Background: an optimization exercise with open tools, aiming at small area, a short achievable clock period and few clock cycles per item. Do not read the settings as production practice.
Where RTL was checked, it was by simulation tests only, not by an equivalence proof against the original.
The clock port is modelled as an ideal driver; clocking choices that lean on that would not hold on a real chip.

==> module aes128_encr_round_ctrl, before the edit <==
module aes128_encr_round_ctrl
#(
  parameter int NUM_ROUNDS = 10,
  parameter int RCNT_W     = 4
) (
  input  logic              clk,
  input  logic              rst,
  input  logic              in_valid,
  output logic              in_ready,
  input  logic [127:0]      plaintext,
  input  logic [127:0]      key,
  output logic              out_valid,
  input  logic              out_ready,
  output logic [127:0]      ciphertext
);
  if (NUM_ROUNDS != 10) begin : g_bad_rounds
    $error("aes128_encr_round_ctrl: NUM_ROUNDS must be 10 for AES-128");
  end
  if ((1 << RCNT_W) <= NUM_ROUNDS) begin : g_bad_rcnt_w
    $error("aes128_encr_round_ctrl: RCNT_W too narrow for NUM_ROUNDS");
  end
  localparam logic [7:0] RC_LAST = 8'h36;   
  logic [127:0]      st_reg, k_reg, m_reg, km_reg, out_reg;
  logic [127:0]      rk_m, m_next;
  logic [31:0]       w0_next;
  logic [7:0]        s_rc, m_rc;
  logic              s_vld, m_vld, m_last, m_cont, ov_q, ir_q;
  logic              nov_q, nir_q;   
  logic              stall, fin, acc;
  logic [7:0]        s_rc_d, m_rc_d;
  logic [127:0]      k_d;
  logic              s_vld_d, m_vld_d, m_last_d, m_cont_d, ov_d, stall_d, ir_d;
  assign w0_next = k_reg[127:96] ^ {s_rc, 24'h000000} ^ aes_encr_pkg::sub_rot_word(k_reg[31:0]);
  assign m_next = aes_encr_pkg::shift_rows(aes_encr_pkg::sub_bytes(st_reg));
  aes128_key_expand_step u_key_expand (
    .rk      (km_reg),
    .rk_next (rk_m)
  );
  assign stall = m_vld & m_last & ~nov_q;
  assign fin   = m_vld & m_last & nov_q;
  assign acc   = in_valid & ~nir_q;
  assign k_d = m_cont ? rk_m : key;
  always_comb begin
    if (stall) begin
      m_vld_d  = m_vld;
      m_rc_d   = m_rc;
      m_last_d = m_last;
      m_cont_d = m_cont;
      s_vld_d  = s_vld;
      s_rc_d   = s_rc;
    end else begin
      m_vld_d  = s_vld;
      m_rc_d   = s_rc;
      m_last_d = (s_rc == RC_LAST);
      m_cont_d = s_vld & (s_rc != RC_LAST);
      if (m_cont) begin
        s_vld_d = 1'b1;
        s_rc_d  = aes_encr_pkg::xtime(m_rc);
      end else begin
        s_vld_d = acc;
        s_rc_d  = 8'h01;
      end
    end
    ov_d    = fin | (~nov_q & ~out_ready);
    stall_d = m_vld_d & m_last_d & ov_d;
    ir_d    = ~m_cont_d & ~stall_d & ~(s_vld_d & (s_rc_d == 8'h01));
  end
  always_ff @(posedge clk) begin
    if (rst) begin
      s_vld  <= 1'b0;
      m_vld  <= 1'b0;
      m_last <= 1'b0;
      m_cont <= 1'b0;
      ov_q   <= 1'b0;
      nov_q  <= 1'b1;
      ir_q   <= 1'b1;
      nir_q  <= 1'b0;
    end else begin
      s_vld  <= s_vld_d;
      m_vld  <= m_vld_d;
      m_last <= m_last_d;
      m_cont <= m_cont_d;
      ov_q   <= ov_d;
      nov_q  <= ~ov_d;
      ir_q   <= ir_d;
      nir_q  <= ~ir_d;
    end
  end
  always_ff @(posedge clk) begin
    s_rc <= s_rc_d;
    m_rc <= m_rc_d;
  end
  always_ff @(posedge clk) begin
    if (!stall) begin
      m_reg  <= m_next;
      km_reg <= {w0_next, k_reg[95:0]};
      k_reg  <= k_d;
      st_reg <= (m_cont ? aes_encr_pkg::mix_columns(m_reg) : plaintext) ^ k_d;
    end
    if (fin) out_reg <= m_reg ^ rk_m;
  end
  assign in_ready   = ir_q;
  assign out_valid  = ov_q;
  assign ciphertext = out_reg;
endmodule
==> flow/config.mk <==
export PLATFORM = sky130hd
export DESIGN_NAME = aes128_encr_round_ctrl
export DESIGN_NICKNAME = aes128_encr_round_ctrl
export VERILOG_FILES = /design/flow/design.v
export SDC_FILE = /design/flow/constraint.sdc
export NUM_CORES = 8
export LEC_CHECK = 0
export CAP_MARGIN = 20
export CORE_MARGIN = 2
export CORE_UTILIZATION = 30
export SLEW_MARGIN = 20
==> flow/constraint.sdc <==
create_clock -name core_clock -period 20.0 [get_ports {clk}]
set_input_delay 4.0000 -clock core_clock [delete_from_list [all_inputs] [get_ports {clk}]]
set_output_delay 4.0000 -clock core_clock [all_outputs]
set_load 0.01 [all_outputs]
standard.sh (not shown) runs the stock make flow with config.mk's settings and CLKGATE_MAP_FILE= SYNTH_SCRIPT=/design/flow/synth_recipe.tcl, a recipe that flattens the netlist after the stock synthesis.
==> flow/flow/run.sh <==
#!/bin/bash
# Standard ORFS layout, except:
#  - synthesis maps the logic with an area-oriented ABC script (flow/abc.script)
#    instead of ORFS's abc_speed.script; registers are mapped before ABC runs, so
#    they are the standard synthesis's;
#  - ports are buffered with buf_1 (outputs: buf_2) instead of the resizer's default choice
#    (clkdlybuf4s50_1, a delay cell);
#  - timing repair aims at the extra setup margin in flow/setup_margin.txt, if any;
#  - after global placement, the flip-flops that drive output ports are moved next
#    to their port buffers (flow/place_io_flops.tcl);
#  - after CTS, the clk port drives four root clock buffers, each driving a quarter
#    of the leaf clock buffers directly, in place of CTS's upper tree
#    (flow/clock_top.tcl);
#  - after CTS, the registers that capture the S-box stage (m_reg, km_reg[127:96]) get their
#    clock through a delay cell and a buffer per leaf net (flow/skew_stage1.tcl): useful skew
#    between internal registers only.
set -euo pipefail
W=$PWD
export FLOW_ABC_SCRIPT=$W/flow/abc.script
sed 's|log_cmd abc {\*}$abc_args|log_cmd abc -script $::env(FLOW_ABC_SCRIPT) {*}[lrange $abc_args 2 end]|' \
  "$FLOW_HOME/scripts/synth.tcl" > "$W/synth_core.tcl"
grep -q FLOW_ABC_SCRIPT "$W/synth_core.tcl"
sed "s|source \$::env(SCRIPTS_DIR)/synth.tcl|source $W/synth_core.tcl|" synth_recipe.tcl > "$W/synth_abc.tcl"
grep -q synth_core.tcl "$W/synth_abc.tcl"
bash standard.sh synth SYNTH_SCRIPT="$W/synth_abc.tcl" > "$W/synth.log" 2>&1
EXTRA=(BUFFER_PORTS_ARGS="-buffer_cell sky130_fd_sc_hd__buf_1" CTS_CLUSTER_SIZE=25 CTS_CLUSTER_DIAMETER=100 CORE_UTILIZATION=65 PLACE_DENSITY=0.8 POST_GLOBAL_PLACE_TCL="$W/flow/place_io_flops.tcl" POST_CTS_TCL="$W/flow/post_cts.tcl")
if [[ -s flow/setup_margin.txt ]]; then
  EXTRA+=(SETUP_SLACK_MARGIN="$(cat flow/setup_margin.txt)")
fi
bash standard.sh finish "${EXTRA[@]}" > "$W/layout.log" 2>&1
Other scripts of this flow, unchanged in this note and not shown: flow/flow/abc.script, flow/flow/clock_top.tcl, flow/flow/place_io_flops.tcl, flow/flow/post_cts.tcl, flow/flow/skew_stage1.tcl
Testbench counts at the start, summed over its fixed seeds: cycles 3,880, items 384.
Change:
--- a/flow/design.v
+++ b/flow/design.v
@@ -134,25 +134,20 @@
     S5 = L25 ^ L29;
     S6 = ~(L13 ^ L27);
     S7 = ~(L6 ^ L23);
     sbox = {S0, S1, S2, S3, S4, S5, S6, S7};
   endfunction
   function automatic logic [7:0] rcon_of(input logic [3:0] rnd);
-    case (rnd)
-      4'd1:    rcon_of = 8'h01;
-      4'd2:    rcon_of = 8'h02;
-      4'd3:    rcon_of = 8'h04;
-      4'd4:    rcon_of = 8'h08;
-      4'd5:    rcon_of = 8'h10;
-      4'd6:    rcon_of = 8'h20;
-      4'd7:    rcon_of = 8'h40;
-      4'd8:    rcon_of = 8'h80;
-      4'd9:    rcon_of = 8'h1b;
-      4'd10:   rcon_of = 8'h36;
-      default: rcon_of = 8'h00;
-    endcase
+    rcon_of[0] = (rnd == 4'd1) | (rnd == 4'd9);
+    rcon_of[1] = (rnd == 4'd2) | (rnd == 4'd9) | (rnd == 4'd10);
+    rcon_of[2] = (rnd == 4'd3) | (rnd == 4'd10);
+    rcon_of[3] = (rnd == 4'd4) | (rnd == 4'd9);
+    rcon_of[4] = (rnd == 4'd5) | (rnd == 4'd9) | (rnd == 4'd10);
+    rcon_of[5] = (rnd == 4'd6) | (rnd == 4'd10);
+    rcon_of[6] = (rnd == 4'd7);
+    rcon_of[7] = (rnd == 4'd8);
   endfunction
   function automatic logic [31:0] sub_rot_word(input logic [31:0] w);
     sub_rot_word = {sbox(w[23:16]), sbox(w[15:8]), sbox(w[7:0]), sbox(w[31:24])};
   endfunction
   function automatic logic [127:0] sub_bytes(input logic [127:0] s);
     logic [127:0] o;
@@ -223,57 +218,57 @@
   if (NUM_ROUNDS != 10) begin : g_bad_rounds
     $error("aes128_encr_round_ctrl: NUM_ROUNDS must be 10 for AES-128");
   end
   if ((1 << RCNT_W) <= NUM_ROUNDS) begin : g_bad_rcnt_w
     $error("aes128_encr_round_ctrl: RCNT_W too narrow for NUM_ROUNDS");
   end
-  localparam logic [7:0] RC_LAST = 8'h36;   
+  localparam logic [RCNT_W-1:0] LAST_RND = RCNT_W'(NUM_ROUNDS);
   logic [127:0]      st_reg, k_reg, m_reg, km_reg, out_reg;
   logic [127:0]      rk_m, m_next;
   logic [31:0]       w0_next;
-  logic [7:0]        s_rc, m_rc;
+  logic [RCNT_W-1:0] s_nr, m_nr;
   logic              s_vld, m_vld, m_last, m_cont, ov_q, ir_q;
   logic              nov_q, nir_q;   
   logic              stall, fin, acc;
-  logic [7:0]        s_rc_d, m_rc_d;
+  logic [RCNT_W-1:0] s_nr_d, m_nr_d;
   logic [127:0]      k_d;
   logic              s_vld_d, m_vld_d, m_last_d, m_cont_d, ov_d, stall_d, ir_d;
-  assign w0_next = k_reg[127:96] ^ {s_rc, 24'h000000} ^ aes_encr_pkg::sub_rot_word(k_reg[31:0]);
+  assign w0_next = k_reg[127:96] ^ {aes_encr_pkg::rcon_of(4'(s_nr)), 24'h000000} ^ aes_encr_pkg::sub_rot_word(k_reg[31:0]);
   assign m_next = aes_encr_pkg::shift_rows(aes_encr_pkg::sub_bytes(st_reg));
   aes128_key_expand_step u_key_expand (
     .rk      (km_reg),
     .rk_next (rk_m)
   );
   assign stall = m_vld & m_last & ~nov_q;
   assign fin   = m_vld & m_last & nov_q;
   assign acc   = in_valid & ~nir_q;
   assign k_d = m_cont ? rk_m : key;
   always_comb begin
     if (stall) begin
       m_vld_d  = m_vld;
-      m_rc_d   = m_rc;
+      m_nr_d   = m_nr;
       m_last_d = m_last;
       m_cont_d = m_cont;
       s_vld_d  = s_vld;
-      s_rc_d   = s_rc;
+      s_nr_d   = s_nr;
     end else begin
       m_vld_d  = s_vld;
-      m_rc_d   = s_rc;
-      m_last_d = (s_rc == RC_LAST);
-      m_cont_d = s_vld & (s_rc != RC_LAST);
+      m_nr_d   = s_nr;
+      m_last_d = (s_nr == LAST_RND);
+      m_cont_d = s_vld & (s_nr != LAST_RND);
       if (m_cont) begin
         s_vld_d = 1'b1;
-        s_rc_d  = aes_encr_pkg::xtime(m_rc);
+        s_nr_d  = m_nr + RCNT_W'(1);
       end else begin
         s_vld_d = acc;
-        s_rc_d  = 8'h01;
+        s_nr_d  = RCNT_W'(1);
       end
     end
     ov_d    = fin | (~nov_q & ~out_ready);
     stall_d = m_vld_d & m_last_d & ov_d;
-    ir_d    = ~m_cont_d & ~stall_d & ~(s_vld_d & (s_rc_d == 8'h01));
+    ir_d    = ~m_cont_d & ~stall_d & ~(s_vld_d & (s_nr_d == RCNT_W'(1)));
   end
   always_ff @(posedge clk) begin
     if (rst) begin
       s_vld  <= 1'b0;
       m_vld  <= 1'b0;
       m_last <= 1'b0;
@@ -291,14 +286,14 @@
       nov_q  <= ~ov_d;
       ir_q   <= ir_d;
       nir_q  <= ~ir_d;
     end
   end
   always_ff @(posedge clk) begin
-    s_rc <= s_rc_d;
-    m_rc <= m_rc_d;
+    s_nr <= s_nr_d;
+    m_nr <= m_nr_d;
   end
   always_ff @(posedge clk) begin
     if (!stall) begin
       m_reg  <= m_next;
       km_reg <= {w0_next, k_reg[95:0]};
       k_reg  <= k_d;
After rerunning: The new run produced a clean layout; setup slack got worse by 280 ps; critical path depth increases by 17; worst hold slack improved by 46 ps; global-route usage increases by 0.50 points; fmax shrinks by 5.4%; utilization is lower by 0.16 points; design area is lower by 0.39%; via count is about the same; routed wire length went up by 1.2%; die area went down by 0.41%.
For the second run of this note, only the layout was checked, not whether the RTL still works.

what the ideal ports hide:
Ports are ideal in the flow. The routed layouts listed here were re-timed in OpenROAD. Step 1 sets driving cells, clkbuf_16 on the clock port and buf_2 on the other inputs (assumed; they add their load-dependent delay and slew). Step 2, shift: input delay + t, output delay - t, t = (earliest + latest rising clock arrival at the registers) / 2. This alone moves slack from input paths to output paths. Slacks: no drivers / after step 1 / after step 2; pairs: no drivers / after step 1.
run	t (ns)	setup WS [ns]	worst setup path after step 2	latest minus earliest clock arrival (ns)
the first run	0.864	15.043 / 14.894 / 14.472	input to register	0.720 / 0.720
the second run	0.857	14.759 / 14.759 / 14.554	input to register	0.713 / 0.712
Clock arrivals are far apart in the first run and the second run, so t is only a midpoint there and step 2 fits no single register. For the first run, which loses most, drivers alone change the setup slack by -0.149 ns; drivers and shift together by -0.571 ns.
